Background: an optimization exercise with open tools, aiming at small area, a short achievable clock period and few clock cycles per item. Do not read the settings as production practice.
For this run, only the layout was checked, not whether the RTL still works.

**design/flow/run.sh**
```bash
#!/bin/bash
# synth_recipe.tcl (not shown) runs the flow's synth.tcl, then flattens the netlist and writes it again
# the make line also repeats each setting of config.mk as NAME=value (left out here)
make -C /OpenROAD-flow-scripts/flow DESIGN_CONFIG=/design/flow/config.mk WORK_HOME=/design/flow/orfs CLKGATE_MAP_FILE= SYNTH_SCRIPT=/design/flow/synth_recipe.tcl finish
```
**design/flow/config.mk**
```make
export PLATFORM = sky130hd
export DESIGN_NAME = led_cube_node_to_coordinate_unit
export DESIGN_NICKNAME = led_cube_node_to_coordinate_unit
export VERILOG_FILES = /design/flow/design.v
export SDC_FILE = /design/flow/constraint.sdc
export NUM_CORES = 4
export LEC_CHECK = 0
export CAP_MARGIN = 20
export CORE_MARGIN = 2
export CORE_UTILIZATION = 40
export SETUP_SLACK_MARGIN = 2.6
export SLEW_MARGIN = 20
```
**design/flow/constraint.sdc**
```tcl
create_clock -name core_clock -period 5.5 [get_ports {clk_i}]
set_input_delay 1.1000 -clock core_clock [delete_from_list [all_inputs] [get_ports {clk_i}]]
set_output_delay 1.1000 -clock core_clock [all_outputs]
set_load 0.01 [all_outputs]
```
**design/flow/design.v**
```verilog
`timescale 1ns / 1ps
`default_nettype none
module led_cube_node_to_coordinate_unit (
  input  wire logic        clk_i,
  input  wire logic        rst_ni,
  input  wire logic        start_i,
  output logic             busy_o,
  input  wire logic [17:0] node_index_i,
  output logic             done_o,
  output logic [5:0]       voxel_x_o,
  output logic [5:0]       voxel_y_o,
  output logic [5:0]       voxel_z_o,
  output logic             index_out_of_range_o,
  input  wire logic        cfg_we_i,
  input  wire logic [2:0]  cfg_idx_i,
  input  wire logic [6:0]  cfg_data_i
);
  logic [5:0] wdim_q, hdim_q, ddim_q;
  logic [2:0] corner_q, style_q;
  logic [1:0] sstyle_q;
  logic       layer_q;
  logic [5:0] dim_wr;
  assign dim_wr = (cfg_data_i == 7'd0) ? 6'd0 : (cfg_data_i > 7'd64) ? 6'd63 : 6'(cfg_data_i - 7'd1);
  always_ff @(posedge clk_i or negedge rst_ni) begin
    if (!rst_ni) begin
      wdim_q   <= 6'd0;
      hdim_q   <= 6'd0;
      ddim_q   <= 6'd0;
      corner_q <= 3'd0;
      style_q  <= 3'd0;
      sstyle_q <= 2'd0;
      layer_q  <= 1'b0;
    end else if (cfg_we_i) begin
      case (cfg_idx_i)
        3'd0: wdim_q   <= dim_wr;
        3'd1: hdim_q   <= dim_wr;
        3'd2: ddim_q   <= dim_wr;
        3'd3: corner_q <= cfg_data_i[2:0];
        3'd4: style_q  <= (cfg_data_i[2:1] == 2'b11) ? 3'd0 : cfg_data_i[2:0];
        3'd5: sstyle_q <= (cfg_data_i[1:0] == 2'd3) ? 2'd0 : cfg_data_i[1:0];
        3'd6: layer_q  <= cfg_data_i[0];
        default: ;
      endcase
    end
  end
  function automatic logic [5:0] orient(input logic [5:0] i);
    logic [5:0] e;
    case (i)
      6'd0: e = {3'd3, 1'b0, 1'b0, 1'b0};
      6'd1: e = {3'd2, 1'b0, 1'b0, 1'b0};
      6'd2: e = {3'd5, 1'b0, 1'b0, 1'b0};
      6'd3: e = {3'd0, 1'b0, 1'b0, 1'b0};
      6'd4: e = {3'd1, 1'b0, 1'b0, 1'b0};
      6'd5: e = {3'd4, 1'b0, 1'b0, 1'b0};
      6'd6: e = {3'd3, 1'b1, 1'b0, 1'b0};
      6'd7: e = {3'd2, 1'b0, 1'b1, 1'b0};
      6'd8: e = {3'd5, 1'b1, 1'b0, 1'b0};
      6'd9: e = {3'd0, 1'b0, 1'b0, 1'b1};
      6'd10: e = {3'd1, 1'b0, 1'b0, 1'b1};
      6'd11: e = {3'd4, 1'b0, 1'b1, 1'b0};
      6'd12: e = {3'd3, 1'b0, 1'b0, 1'b1};
      6'd13: e = {3'd2, 1'b0, 1'b0, 1'b1};
      6'd14: e = {3'd5, 1'b0, 1'b1, 1'b0};
      6'd15: e = {3'd0, 1'b0, 1'b1, 1'b0};
      6'd16: e = {3'd1, 1'b1, 1'b0, 1'b0};
      6'd17: e = {3'd4, 1'b1, 1'b0, 1'b0};
      6'd18: e = {3'd3, 1'b1, 1'b0, 1'b1};
      6'd19: e = {3'd2, 1'b0, 1'b1, 1'b1};
      6'd20: e = {3'd5, 1'b1, 1'b1, 1'b0};
      6'd21: e = {3'd0, 1'b0, 1'b1, 1'b1};
      6'd22: e = {3'd1, 1'b1, 1'b0, 1'b1};
      6'd23: e = {3'd4, 1'b1, 1'b1, 1'b0};
      6'd24: e = {3'd3, 1'b0, 1'b1, 1'b0};
      6'd25: e = {3'd2, 1'b1, 1'b0, 1'b0};
      6'd26: e = {3'd5, 1'b0, 1'b0, 1'b1};
      6'd27: e = {3'd0, 1'b1, 1'b0, 1'b0};
      6'd28: e = {3'd1, 1'b0, 1'b1, 1'b0};
      6'd29: e = {3'd4, 1'b0, 1'b0, 1'b1};
      6'd30: e = {3'd3, 1'b1, 1'b1, 1'b0};
      6'd31: e = {3'd2, 1'b1, 1'b1, 1'b0};
      6'd32: e = {3'd5, 1'b1, 1'b0, 1'b1};
      6'd33: e = {3'd0, 1'b1, 1'b0, 1'b1};
      6'd34: e = {3'd1, 1'b0, 1'b1, 1'b1};
      6'd35: e = {3'd4, 1'b0, 1'b1, 1'b1};
      6'd36: e = {3'd3, 1'b0, 1'b1, 1'b1};
      6'd37: e = {3'd2, 1'b1, 1'b0, 1'b1};
      6'd38: e = {3'd5, 1'b0, 1'b1, 1'b0};
      6'd39: e = {3'd0, 1'b1, 1'b1, 1'b0};
      6'd40: e = {3'd1, 1'b1, 1'b0, 1'b0};
      6'd41: e = {3'd4, 1'b1, 1'b1, 1'b0};
      6'd42: e = {3'd3, 1'b1, 1'b1, 1'b1};
      6'd43: e = {3'd2, 1'b1, 1'b1, 1'b1};
      6'd44: e = {3'd5, 1'b1, 1'b1, 1'b0};
      6'd45: e = {3'd0, 1'b1, 1'b1, 1'b1};
      6'd46: e = {3'd1, 1'b1, 1'b0, 1'b1};
      6'd47: e = {3'd4, 1'b1, 1'b0, 1'b0};
      default: e = 6'd0;
    endcase
    orient = e;
  endfunction
  logic [5:0] oe;
  logic [5:0] w_m1_d, h_m1_d, d_m1_d;
  logic [8:0] sel_d;
  logic [5:0] w_m1_q, h_m1_q, d_m1_q;
  logic [5:0] w_n_q, h_n_q;
  logic [8:0] sel_q;
  logic [2:0] refl_q;
  logic       zig_q, alt_q, rev_layer_q, revx_q;
  always_comb begin
    oe = orient({3'b000, corner_q} * 6'd6 + {3'b000, style_q});
    case (oe[5:3])
      3'd0: begin w_m1_d = wdim_q; h_m1_d = hdim_q; d_m1_d = ddim_q; sel_d = 9'b100010001; end
      3'd1: begin w_m1_d = wdim_q; h_m1_d = ddim_q; d_m1_d = hdim_q; sel_d = 9'b010100001; end
      3'd2: begin w_m1_d = hdim_q; h_m1_d = wdim_q; d_m1_d = ddim_q; sel_d = 9'b100001010; end
      3'd3: begin w_m1_d = hdim_q; h_m1_d = ddim_q; d_m1_d = wdim_q; sel_d = 9'b010001100; end
      3'd4: begin w_m1_d = ddim_q; h_m1_d = wdim_q; d_m1_d = hdim_q; sel_d = 9'b001100010; end
      3'd5: begin w_m1_d = ddim_q; h_m1_d = hdim_q; d_m1_d = wdim_q; sel_d = 9'b001010100; end
      default: begin w_m1_d = wdim_q; h_m1_d = hdim_q; d_m1_d = ddim_q; sel_d = 9'b100010001; end
    endcase
  end
  always_ff @(posedge clk_i) begin
    w_m1_q      <= w_m1_d;
    h_m1_q      <= h_m1_d;
    d_m1_q      <= d_m1_d;
    w_n_q       <= ~w_m1_d;
    h_n_q       <= ~h_m1_d;
    sel_q       <= sel_d;
    refl_q      <= oe[2:0];
    zig_q       <= (sstyle_q == 2'd0);
    alt_q       <= (sstyle_q == 2'd2);
    rev_layer_q <= !layer_q;
    revx_q      <= !layer_q && !h_m1_d[0];
  end
  assign busy_o = 1'b0;
  logic        v_in;
  logic [17:0] idx_in;
  assign v_in   = start_i;
  assign idx_in = node_index_i;
  logic s0_ovf_1;
  logic [5:0] s0_r1_2;
  logic [6:0] s1_t1_3;
  logic [7:0] s1_d1_4;
  logic s1_g1_5;
  logic [5:0] s1_r1_6;
  logic [6:0] s2_t1_7;
  logic [7:0] s2_d1_8;
  logic s2_g1_9;
  logic [5:0] s2_r1_10;
  logic [6:0] s3_t1_11;
  logic [7:0] s3_d1_12;
  logic s3_g1_13;
  logic [5:0] s3_r1_14;
  logic [6:0] s4_t1_15;
  logic [7:0] s4_d1_16;
  logic s4_g1_17;
  logic [5:0] s4_r1_18;
  logic [6:0] s5_t1_19;
  logic [7:0] s5_d1_20;
  logic s5_g1_21;
  logic [5:0] s5_r1_22;
  logic [6:0] s6_t1_23;
  logic [7:0] s6_d1_24;
  logic s6_g1_25;
  logic [5:0] s6_r1_26;
  logic [5:0] s7_qh_27;
  logic s7_ovf_28;
  logic [6:0] s7_t1_29;
  logic [7:0] s7_d1_30;
  logic s7_g1_31;
  logic [5:0] s7_r1_32;
  logic [6:0] s8_t2_33;
  logic [7:0] s8_d2_34;
  logic s8_g2_35;
  logic [5:0] s8_r2_36;
  logic [6:0] s8_t1_37;
  logic [7:0] s8_d1_38;
  logic s8_g1_39;
  logic [5:0] s8_r1_40;
  logic [6:0] s9_t2_41;
  logic [7:0] s9_d2_42;
  logic s9_g2_43;
  logic [5:0] s9_r2_44;
  logic [6:0] s9_t1_45;
  logic [7:0] s9_d1_46;
  logic s9_g1_47;
  logic [5:0] s9_r1_48;
  logic [6:0] s10_t2_49;
  logic [7:0] s10_d2_50;
  logic s10_g2_51;
  logic [5:0] s10_r2_52;
  logic [6:0] s10_t1_53;
  logic [7:0] s10_d1_54;
  logic s10_g1_55;
  logic [5:0] s10_r1_56;
  logic [6:0] s11_t2_57;
  logic [7:0] s11_d2_58;
  logic s11_g2_59;
  logic [5:0] s11_r2_60;
  logic [6:0] s11_t1_61;
  logic [7:0] s11_d1_62;
  logic s11_g1_63;
  logic [5:0] s11_r1_64;
  logic [6:0] s12_t2_65;
  logic [7:0] s12_d2_66;
  logic s12_g2_67;
  logic [5:0] s12_r2_68;
  logic [6:0] s12_t1_69;
  logic [7:0] s12_d1_70;
  logic s12_g1_71;
  logic [5:0] s12_r1_72;
  logic [6:0] s13_t2_73;
  logic [7:0] s13_d2_74;
  logic s13_g2_75;
  logic [5:0] s13_r2_76;
  logic [5:0] s14_z_77;
  logic s14_oor_78;
  logic s14_revl_79;
  logic [5:0] s14_rc_80;
  logic s14_lo_81;
  logic [5:0] s14_u_82;
  logic [5:0] s14_xa_83;
  logic s14_fx_84;
  logic [5:0] s14_vx_85;
  logic [5:0] s14_vy_86;
  logic [5:0] s14_vz_87;
  logic [5:0] s15_ox_88;
  logic [5:0] s15_oy_89;
  logic [5:0] s15_oz_90;
  assign s0_ovf_1 = ({1'b0, idx_in[17:12]} > {1'b0, w_m1_q});
  assign s0_r1_2 = idx_in[17:12];
  assign s1_t1_3 = {s0_r1_2, idx_in[11]};
  assign s1_d1_4 = {1'b0, s1_t1_3} + {2'b01, w_n_q};
  assign s1_g1_5 = s1_d1_4[7];
  assign s1_r1_6 = s1_g1_5 ? s1_d1_4[5:0] : s1_t1_3[5:0];
  assign s2_t1_7 = {p1_r1_q, p1_i10_q};
  assign s2_d1_8 = {1'b0, s2_t1_7} + {2'b01, w_n_q};
  assign s2_g1_9 = s2_d1_8[7];
  assign s2_r1_10 = s2_g1_9 ? s2_d1_8[5:0] : s2_t1_7[5:0];
  assign s3_t1_11 = {s2_r1_10, p1_i9_q};
  assign s3_d1_12 = {1'b0, s3_t1_11} + {2'b01, w_n_q};
  assign s3_g1_13 = s3_d1_12[7];
  assign s3_r1_14 = s3_g1_13 ? s3_d1_12[5:0] : s3_t1_11[5:0];
  assign s4_t1_15 = {p3_r1_q, p3_i8_q};
  assign s4_d1_16 = {1'b0, s4_t1_15} + {2'b01, w_n_q};
  assign s4_g1_17 = s4_d1_16[7];
  assign s4_r1_18 = s4_g1_17 ? s4_d1_16[5:0] : s4_t1_15[5:0];
  assign s5_t1_19 = {s4_r1_18, p3_i7_q};
  assign s5_d1_20 = {1'b0, s5_t1_19} + {2'b01, w_n_q};
  assign s5_g1_21 = s5_d1_20[7];
  assign s5_r1_22 = s5_g1_21 ? s5_d1_20[5:0] : s5_t1_19[5:0];
  assign s6_t1_23 = {p5_r1_q, p5_i6_q};
  assign s6_d1_24 = {1'b0, s6_t1_23} + {2'b01, w_n_q};
  assign s6_g1_25 = s6_d1_24[7];
  assign s6_r1_26 = s6_g1_25 ? s6_d1_24[5:0] : s6_t1_23[5:0];
  assign s7_qh_27 = {p5_q1_11_q, p5_q1_10_q, p5_q1_9_q, p5_q1_8_q, p5_q1_7_q, s6_g1_25};
  assign s7_ovf_28 = p5_oor_q | (s7_qh_27 > h_m1_q);
  assign s7_t1_29 = {s6_r1_26, p5_i5_q};
  assign s7_d1_30 = {1'b0, s7_t1_29} + {2'b01, w_n_q};
  assign s7_g1_31 = s7_d1_30[7];
  assign s7_r1_32 = s7_g1_31 ? s7_d1_30[5:0] : s7_t1_29[5:0];
  assign s8_t2_33 = {p7_r2_q, p7_q1_5_q};
  assign s8_d2_34 = {1'b0, s8_t2_33} + {2'b01, h_n_q};
  assign s8_g2_35 = s8_d2_34[7];
  assign s8_r2_36 = s8_g2_35 ? s8_d2_34[5:0] : s8_t2_33[5:0];
  assign s8_t1_37 = {p7_r1_q, p7_i4_q};
  assign s8_d1_38 = {1'b0, s8_t1_37} + {2'b01, w_n_q};
  assign s8_g1_39 = s8_d1_38[7];
  assign s8_r1_40 = s8_g1_39 ? s8_d1_38[5:0] : s8_t1_37[5:0];
  assign s9_t2_41 = {s8_r2_36, s8_g1_39};
  assign s9_d2_42 = {1'b0, s9_t2_41} + {2'b01, h_n_q};
  assign s9_g2_43 = s9_d2_42[7];
  assign s9_r2_44 = s9_g2_43 ? s9_d2_42[5:0] : s9_t2_41[5:0];
  assign s9_t1_45 = {s8_r1_40, p7_i3_q};
  assign s9_d1_46 = {1'b0, s9_t1_45} + {2'b01, w_n_q};
  assign s9_g1_47 = s9_d1_46[7];
  assign s9_r1_48 = s9_g1_47 ? s9_d1_46[5:0] : s9_t1_45[5:0];
  assign s10_t2_49 = {p9_r2_q, p9_q1_3_q};
  assign s10_d2_50 = {1'b0, s10_t2_49} + {2'b01, h_n_q};
  assign s10_g2_51 = s10_d2_50[7];
  assign s10_r2_52 = s10_g2_51 ? s10_d2_50[5:0] : s10_t2_49[5:0];
  assign s10_t1_53 = {p9_r1_q, p9_i2_q};
  assign s10_d1_54 = {1'b0, s10_t1_53} + {2'b01, w_n_q};
  assign s10_g1_55 = s10_d1_54[7];
  assign s10_r1_56 = s10_g1_55 ? s10_d1_54[5:0] : s10_t1_53[5:0];
  assign s11_t2_57 = {s10_r2_52, s10_g1_55};
  assign s11_d2_58 = {1'b0, s11_t2_57} + {2'b01, h_n_q};
  assign s11_g2_59 = s11_d2_58[7];
  assign s11_r2_60 = s11_g2_59 ? s11_d2_58[5:0] : s11_t2_57[5:0];
  assign s11_t1_61 = {s10_r1_56, p9_i1_q};
  assign s11_d1_62 = {1'b0, s11_t1_61} + {2'b01, w_n_q};
  assign s11_g1_63 = s11_d1_62[7];
  assign s11_r1_64 = s11_g1_63 ? s11_d1_62[5:0] : s11_t1_61[5:0];
  assign s12_t2_65 = {p11_r2_q, p11_q1_1_q};
  assign s12_d2_66 = {1'b0, s12_t2_65} + {2'b01, h_n_q};
  assign s12_g2_67 = s12_d2_66[7];
  assign s12_r2_68 = s12_g2_67 ? s12_d2_66[5:0] : s12_t2_65[5:0];
  assign s12_t1_69 = {p11_r1_q, p11_i0_q};
  assign s12_d1_70 = {1'b0, s12_t1_69} + {2'b01, w_n_q};
  assign s12_g1_71 = s12_d1_70[7];
  assign s12_r1_72 = s12_g1_71 ? s12_d1_70[5:0] : s12_t1_69[5:0];
  assign s13_t2_73 = {s12_r2_68, s12_g1_71};
  assign s13_d2_74 = {1'b0, s13_t2_73} + {2'b01, h_n_q};
  assign s13_g2_75 = s13_d2_74[7];
  assign s13_r2_76 = s13_g2_75 ? s13_d2_74[5:0] : s13_t2_73[5:0];
  assign s14_z_77 = {p13_z5_q, p13_z4_q, p13_z3_q, p13_z2_q, p13_z1_q, p13_z0_q};
  assign s14_oor_78 = p13_oor_q | (s14_z_77 > d_m1_q);
  assign s14_revl_79 = rev_layer_q & s14_z_77[0];
  assign s14_rc_80 = w_m1_q - p13_r1_q;
  assign s14_lo_81 = (p13_r1_q <= {1'b0, w_m1_q[5:1]});
  assign s14_u_82 = w_m1_q - {p13_r1_q[4:0], 1'b0};
  assign s14_xa_83 = refl_q[0] ? (s14_lo_81 ? s14_u_82 : ~s14_u_82) : (s14_lo_81 ? {p13_r1_q[4:0], 1'b0} : {s14_rc_80[4:0], 1'b1});
  assign s14_fx_84 = zig_q & (p13_r2_q[0] ^ (revx_q & s14_z_77[0]));
  assign s14_vx_85 = alt_q ? s14_xa_83 : ((refl_q[0] ^ s14_fx_84) ? s14_rc_80 : p13_r1_q);
  assign s14_vy_86 = (refl_q[1] ^ s14_revl_79) ? 6'(h_m1_q - p13_r2_q) : p13_r2_q;
  assign s14_vz_87 = refl_q[2] ? 6'(d_m1_q - s14_z_77) : s14_z_77;
  assign s15_ox_88 = {6{~p14_oor_q}} & (({6{sel_q[0]}} & p14_vx_q) | ({6{sel_q[1]}} & p14_vy_q) | ({6{sel_q[2]}} & p14_vz_q));
  assign s15_oy_89 = {6{~p14_oor_q}} & (({6{sel_q[3]}} & p14_vx_q) | ({6{sel_q[4]}} & p14_vy_q) | ({6{sel_q[5]}} & p14_vz_q));
  assign s15_oz_90 = {6{~p14_oor_q}} & (({6{sel_q[6]}} & p14_vx_q) | ({6{sel_q[7]}} & p14_vy_q) | ({6{sel_q[8]}} & p14_vz_q));
  logic p1_oor_q;
  logic [5:0] p1_r1_q;
  logic p1_i0_q;
  logic p1_i1_q;
  logic p1_i2_q;
  logic p1_i3_q;
  logic p1_i4_q;
  logic p1_i5_q;
  logic p1_i6_q;
  logic p1_i7_q;
  logic p1_i8_q;
  logic p1_i9_q;
  logic p1_i10_q;
  logic p1_q1_11_q;
  logic p3_oor_q;
  logic [5:0] p3_r1_q;
  logic p3_i0_q;
  logic p3_i1_q;
  logic p3_i2_q;
  logic p3_i3_q;
  logic p3_i4_q;
  logic p3_i5_q;
  logic p3_i6_q;
  logic p3_i7_q;
  logic p3_i8_q;
  logic p3_q1_11_q;
  logic p3_q1_10_q;
  logic p3_q1_9_q;
  logic p5_oor_q;
  logic [5:0] p5_r1_q;
  logic p5_i0_q;
  logic p5_i1_q;
  logic p5_i2_q;
  logic p5_i3_q;
  logic p5_i4_q;
  logic p5_i5_q;
  logic p5_i6_q;
  logic p5_q1_11_q;
  logic p5_q1_10_q;
  logic p5_q1_9_q;
  logic p5_q1_8_q;
  logic p5_q1_7_q;
  logic p7_oor_q;
  logic [5:0] p7_r1_q;
  logic p7_i0_q;
  logic p7_i1_q;
  logic p7_i2_q;
  logic p7_i3_q;
  logic p7_i4_q;
  logic [5:0] p7_r2_q;
  logic p7_q1_5_q;
  logic p9_oor_q;
  logic [5:0] p9_r1_q;
  logic p9_i0_q;
  logic p9_i1_q;
  logic p9_i2_q;
  logic [5:0] p9_r2_q;
  logic p9_z5_q;
  logic p9_z4_q;
  logic p9_q1_3_q;
  logic p11_oor_q;
  logic [5:0] p11_r1_q;
  logic p11_i0_q;
  logic [5:0] p11_r2_q;
  logic p11_z5_q;
  logic p11_z4_q;
  logic p11_z3_q;
  logic p11_z2_q;
  logic p11_q1_1_q;
  logic p13_oor_q;
  logic [5:0] p13_r1_q;
  logic [5:0] p13_r2_q;
  logic p13_z5_q;
  logic p13_z4_q;
  logic p13_z3_q;
  logic p13_z2_q;
  logic p13_z1_q;
  logic p13_z0_q;
  logic p14_oor_q;
  logic [5:0] p14_vx_q;
  logic [5:0] p14_vy_q;
  logic [5:0] p14_vz_q;
  logic p15_oor_q;
  logic [5:0] p15_ox_q;
  logic [5:0] p15_oy_q;
  logic [5:0] p15_oz_q;
  logic p1_v_q;
  logic p3_v_q;
  logic p5_v_q;
  logic p7_v_q;
  logic p9_v_q;
  logic p11_v_q;
  logic p13_v_q;
  logic p14_v_q;
  logic p15_v_q;
  always_ff @(posedge clk_i or negedge rst_ni) begin
    if (!rst_ni) begin
      p1_v_q <= 1'b0;
      p3_v_q <= 1'b0;
      p5_v_q <= 1'b0;
      p7_v_q <= 1'b0;
      p9_v_q <= 1'b0;
      p11_v_q <= 1'b0;
      p13_v_q <= 1'b0;
      p14_v_q <= 1'b0;
      p15_v_q <= 1'b0;
    end else begin
      p1_v_q <= v_in;
      p3_v_q <= p1_v_q;
      p5_v_q <= p3_v_q;
      p7_v_q <= p5_v_q;
      p9_v_q <= p7_v_q;
      p11_v_q <= p9_v_q;
      p13_v_q <= p11_v_q;
      p14_v_q <= p13_v_q;
      p15_v_q <= p14_v_q;
    end
  end
  always_ff @(posedge clk_i) begin
    p1_oor_q <= s0_ovf_1;
    p1_r1_q <= s1_r1_6;
    p1_i0_q <= idx_in[0];
    p1_i1_q <= idx_in[1];
    p1_i2_q <= idx_in[2];
    p1_i3_q <= idx_in[3];
    p1_i4_q <= idx_in[4];
    p1_i5_q <= idx_in[5];
    p1_i6_q <= idx_in[6];
    p1_i7_q <= idx_in[7];
    p1_i8_q <= idx_in[8];
    p1_i9_q <= idx_in[9];
    p1_i10_q <= idx_in[10];
    p1_q1_11_q <= s1_g1_5;
    p3_oor_q <= p1_oor_q;
    p3_r1_q <= s3_r1_14;
    p3_i0_q <= p1_i0_q;
    p3_i1_q <= p1_i1_q;
    p3_i2_q <= p1_i2_q;
    p3_i3_q <= p1_i3_q;
    p3_i4_q <= p1_i4_q;
    p3_i5_q <= p1_i5_q;
    p3_i6_q <= p1_i6_q;
    p3_i7_q <= p1_i7_q;
    p3_i8_q <= p1_i8_q;
    p3_q1_11_q <= p1_q1_11_q;
    p3_q1_10_q <= s2_g1_9;
    p3_q1_9_q <= s3_g1_13;
    p5_oor_q <= p3_oor_q;
    p5_r1_q <= s5_r1_22;
    p5_i0_q <= p3_i0_q;
    p5_i1_q <= p3_i1_q;
    p5_i2_q <= p3_i2_q;
    p5_i3_q <= p3_i3_q;
    p5_i4_q <= p3_i4_q;
    p5_i5_q <= p3_i5_q;
    p5_i6_q <= p3_i6_q;
    p5_q1_11_q <= p3_q1_11_q;
    p5_q1_10_q <= p3_q1_10_q;
    p5_q1_9_q <= p3_q1_9_q;
    p5_q1_8_q <= s4_g1_17;
    p5_q1_7_q <= s5_g1_21;
    p7_oor_q <= s7_ovf_28;
    p7_r1_q <= s7_r1_32;
    p7_i0_q <= p5_i0_q;
    p7_i1_q <= p5_i1_q;
    p7_i2_q <= p5_i2_q;
    p7_i3_q <= p5_i3_q;
    p7_i4_q <= p5_i4_q;
    p7_r2_q <= s7_qh_27;
    p7_q1_5_q <= s7_g1_31;
    p9_oor_q <= p7_oor_q;
    p9_r1_q <= s9_r1_48;
    p9_i0_q <= p7_i0_q;
    p9_i1_q <= p7_i1_q;
    p9_i2_q <= p7_i2_q;
    p9_r2_q <= s9_r2_44;
    p9_z5_q <= s8_g2_35;
    p9_z4_q <= s9_g2_43;
    p9_q1_3_q <= s9_g1_47;
    p11_oor_q <= p9_oor_q;
    p11_r1_q <= s11_r1_64;
    p11_i0_q <= p9_i0_q;
    p11_r2_q <= s11_r2_60;
    p11_z5_q <= p9_z5_q;
    p11_z4_q <= p9_z4_q;
    p11_z3_q <= s10_g2_51;
    p11_z2_q <= s11_g2_59;
    p11_q1_1_q <= s11_g1_63;
    p13_oor_q <= p11_oor_q;
    p13_r1_q <= s12_r1_72;
    p13_r2_q <= s13_r2_76;
    p13_z5_q <= p11_z5_q;
    p13_z4_q <= p11_z4_q;
    p13_z3_q <= p11_z3_q;
    p13_z2_q <= p11_z2_q;
    p13_z1_q <= s12_g2_67;
    p13_z0_q <= s13_g2_75;
    p14_oor_q <= s14_oor_78;
    p14_vx_q <= s14_vx_85;
    p14_vy_q <= s14_vy_86;
    p14_vz_q <= s14_vz_87;
    p15_oor_q <= p14_oor_q;
    p15_ox_q <= s15_ox_88;
    p15_oy_q <= s15_oy_89;
    p15_oz_q <= s15_oz_90;
  end
  assign done_o               = p15_v_q;
  assign voxel_x_o            = p15_ox_q;
  assign voxel_y_o            = p15_oy_q;
  assign voxel_z_o            = p15_oz_q;
  assign index_out_of_range_o = p15_oor_q;
endmodule
`default_nettype wire
```
==> notes.md <==
## placed cells by master, fill, tap and decap left out, types with 39 or more instances in the layout
cell	n
clkdlybuf4s50_1	51
nor2_1	88
a21o_1	47
a21oi_1	70
ha_1	128
a21oi_2	39
inv_1	115
dfxtp_1	206
o21ai_0	51
mux2_4	41
xnor2_1	68
buf_4	148
buf_6	55
nand2_1	54
## how the worst max path moves through the flow
stage / start / cells after the start / slack (ns) / to
2_1_floorplan: w_n_q[1] / 16 / 1.80 / p9_r1_q[0]
3_3_place_gp: w_n_q[1] / 16 / 1.50 / p3_r1_q[4]
3_5_place_dp: w_n_q[3] / 14 / 1.41 / p9_r1_q[0]
4_1_cts: w_n_q[1] / 16 / 1.93 / p9_r1_q[1]
5_1_grt: w_n_q[1] / 16 / 1.80 / p9_r1_q[2]
6_report: w_n_q[1] / 16 / 1.98 / p9_r1_q[1]
## cells by family after synthesis
logic type                 synth area share
DFF                                   0.379
adders and majority gates             0.181
muxes                                0.0746
AOI/OAI and AO/OA                     0.167
and+or+nand+nor                      0.0900
other                              0.000271
buffers and inverters                0.0455
xor gates and xnor gates             0.0624
## metal layers
layer | wire length (um) | global-route usage | up-vias | share of wire
met3 | 1370 | 0.0297 | 71 | 0.038
li1 | - | - | 5433 | -
met5 | 0 | 0 | - | 0
met2 | 17700 | 0.349 | 211 | 0.50
met4 | 858 | 0.0555 | 0 | 0.024
met1 | 15700 | 0.239 | 5280 | 0.44
## area by class of cell
| type | count | area share |
|---|---|---|
| inverters | 132 | 0.0265 |
| clock buffers | 41 | 0.0418 |
| well taps | 455 | 0.0293 |
| repair buffers | 268 | 0.129 |
| flip-flops and latches | 253 | 0.271 |
| multi-input cells | 983 | 0.498 |
| clock inverters | 10 | 0.00444 |
## critical path, cell delays in order, from the launching register on
cell      delay, ns
dfxtp_4        0.44
ha_4           0.22
a21o_1         0.16
a21oi_2        0.14
o21bai_1       0.08
a21o_1         0.18
a211o_4        0.35
mux2_4         0.32
ha_4           0.21
a21o_1         0.16
a21oi_2        0.13
o21bai_1       0.11
a21oi_2        0.17
nor2b_2        0.07
a211oi_4       0.19
buf_12         0.16
mux2_4         0.29
## timing repair
| action | CTS | global route |
|---|---|---|
| buffers inserted | 174 | 38 |
| gates cloned | 2 | 1 |
| endpoints found under the setup margin | 98 | 104 |
| pin swaps | 119 | 103 |
| resized for setup | 161 | 119 |
==> summary.md <==
| Metric | Value |
|---|---|
| Setup CP Type | flop to flop |
| EDFF count, synth | 0 |
| Mapped cell area | 0.0138 sq mm |
| Synth top area share | 0.314 |
| Fin area | between 0.015 and 0.02 sq mm |
| Routed len/inst | 16.6 um |
| Htree depth | 1 |
| Ranking of synthesized cells by area | dfxtp_1 31%, ha_1 15%, dfrtp_1 6.5%, mux2_2 5.9%, xnor2_1 4.5% |
| FP Rows | ~70 |
| Sequential-to-total area share from yosys stat | 0.379 |
| Area Growth Syn to Fin | 40.4% |
| Placed wire-length estimate | 22700 um |
| Die Wd | ~190 um |
| Layout cells sized above 1 | 0.341 |
| Detailed router's first-iteration violation count | approximately 560 |
| Status | no timing/DRC/antenna violations |
| Root buf cell | clkbuf_16 |
| Non-filler instance count after layout | 2142 |
| Final Util | 0.567 |
| Tcrit/Tclk final | 0.639 |
| Most flop-heavy register | sel_q |
| Num CTS Buffers | 28 |
| Starting density of the core | 0.404 |
| Cell taking the most area after synthesis | dfxtp_1 |
| Synth Net Count | roughly 1600 |
| Initial antenna violation count | 0 |
| Ant diodes | 0 |
| Placement Cell Area | between 0.015 and 0.02 sq mm |
| Longest Clk Path Bufs | 3 |
| WHS Path Cells | 0 |
| Hold Crit Start | p1_i2_q |
| Prevailing post-synth register cell | dfxtp_1 |
| Capturing point of the worst reg2reg path | p9_r1_q[1] |
| Dpl ws | approximately 1.4 ns |
| Vias | ~11000 |
| CP arrival | 3.96 ns |
| Congestion Overflow GR | 0 |
| Ys async rst share | 0.142 |
| Type of the worst min-delay path | flop to flop |
| Fill count | ~2800 |
| Setup crit start kind | flop |
| Largest net degree at the start of global routing | 37 |
| Die Footprint | roughly 0.036 sq mm |
| Antenna viol nets, final | 0 |
| CTS Hold Bufs | 0 |
| Clock Latency Late Sink | 0.56 ns |
| Multi-input logic area | roughly 0.0097 sq mm |
| Seq. cell area | about 0.0053 sq mm |
| Fmax | roughly 280 MHz |
| CTS Sinks | between 200 and 300 |
| CP Capture Type | flop |
| Reg2Reg Setup Slack | between 1.5 and 2 ns |
| Count of final max-slew check failures | 0 |
| Final hold violation count | 0 |
| Final nets | approximately 1900 |
| GRT Overall Usage | 0.194 |
| Post-Synthesis Cells | roughly 1400 |
| Reg clk slew, reported paths | roughly 0.06 ns |
| Via density per instance | between 5 and 6 |
| Top cells by count, synth | 217 x dfxtp_1, 162 x ha_1, 128 x inv_1 |
| Yosys warns | 1 |
| 1st-pass router iterations | 7 |
| Unrepaired setup endpoints after global routing | yes |
| PnR worst setup slack | ~2.0 ns |
| CTS tree | yes |
| Vias in the first global route | 11300 |
| Final number of setup-violating endpoints | 0 |
| Placed cells | between 1500 and 2000 |
| Die H | around 190 um |
| Max reg flops | 9 |
| Final wirelength | approximately 36000 um |
| Tmin final | roughly 3.5 ns |
| Worst-margin pin slew | 0.723 ns |
| Drt drc | 0 |
| Gpl congestion | about 0.86 |
| Max-Slew Margin vs Limit | 0.517 |
| I/O pin count | 53 |
| Final TNS setup | 0 ns |
| #FFs+latches synth | about 250 |
| CP max FO | 7 |
| Min Hold Slack | ~0.32 ns |
| Reg2reg start | w_n_q[1] |
| Hold EP | p3_i2_q |
| Yosys cell types | between 70 and 80 |
| Worst EP required | ~6 ns |
| Top-count cell post-synth | dfxtp_1 |
| Port bufs | 51 |
| First-pass GRT wire length | roughly 57000 um |
| Core area | roughly 0.034 sq mm |
| Syn avg cell area | between 9 and 10 sq um |
| Final Skew | approximately 0.017 ns |
| Maxcap violations | 0 |
| R2R cell count | 16 |

[re-timing with driven ports]
The flow's constraints put no driver on any port. The routed layout listed below was extracted and timed again, unchanged, in two steps.
Step 1 (the two cells are an assumption about what drives the block):
set clk [get_ports {clk_i}]
set_driving_cell -lib_cell sky130_fd_sc_hd__clkbuf_16 $clk
set_driving_cell -lib_cell sky130_fd_sc_hd__buf_2 [delete_from_list [all_inputs] $clk]
Step 2 also shifts input and output timing later by t, the mid clock arrival at the registers, as if the neighbouring blocks saw the same clock.
Three values: ideal ports, drivers, drivers and shift; two values: the first two.
t (ns): 0.599
setup slack, ns: 1.984 / 1.984 / 1.984
pins driven straight from the clock port: 1
After both steps setup and hold are still met in this run. For this run, drivers alone change the setup slack by 0.000 ns; drivers and shift together by 0.000 ns.
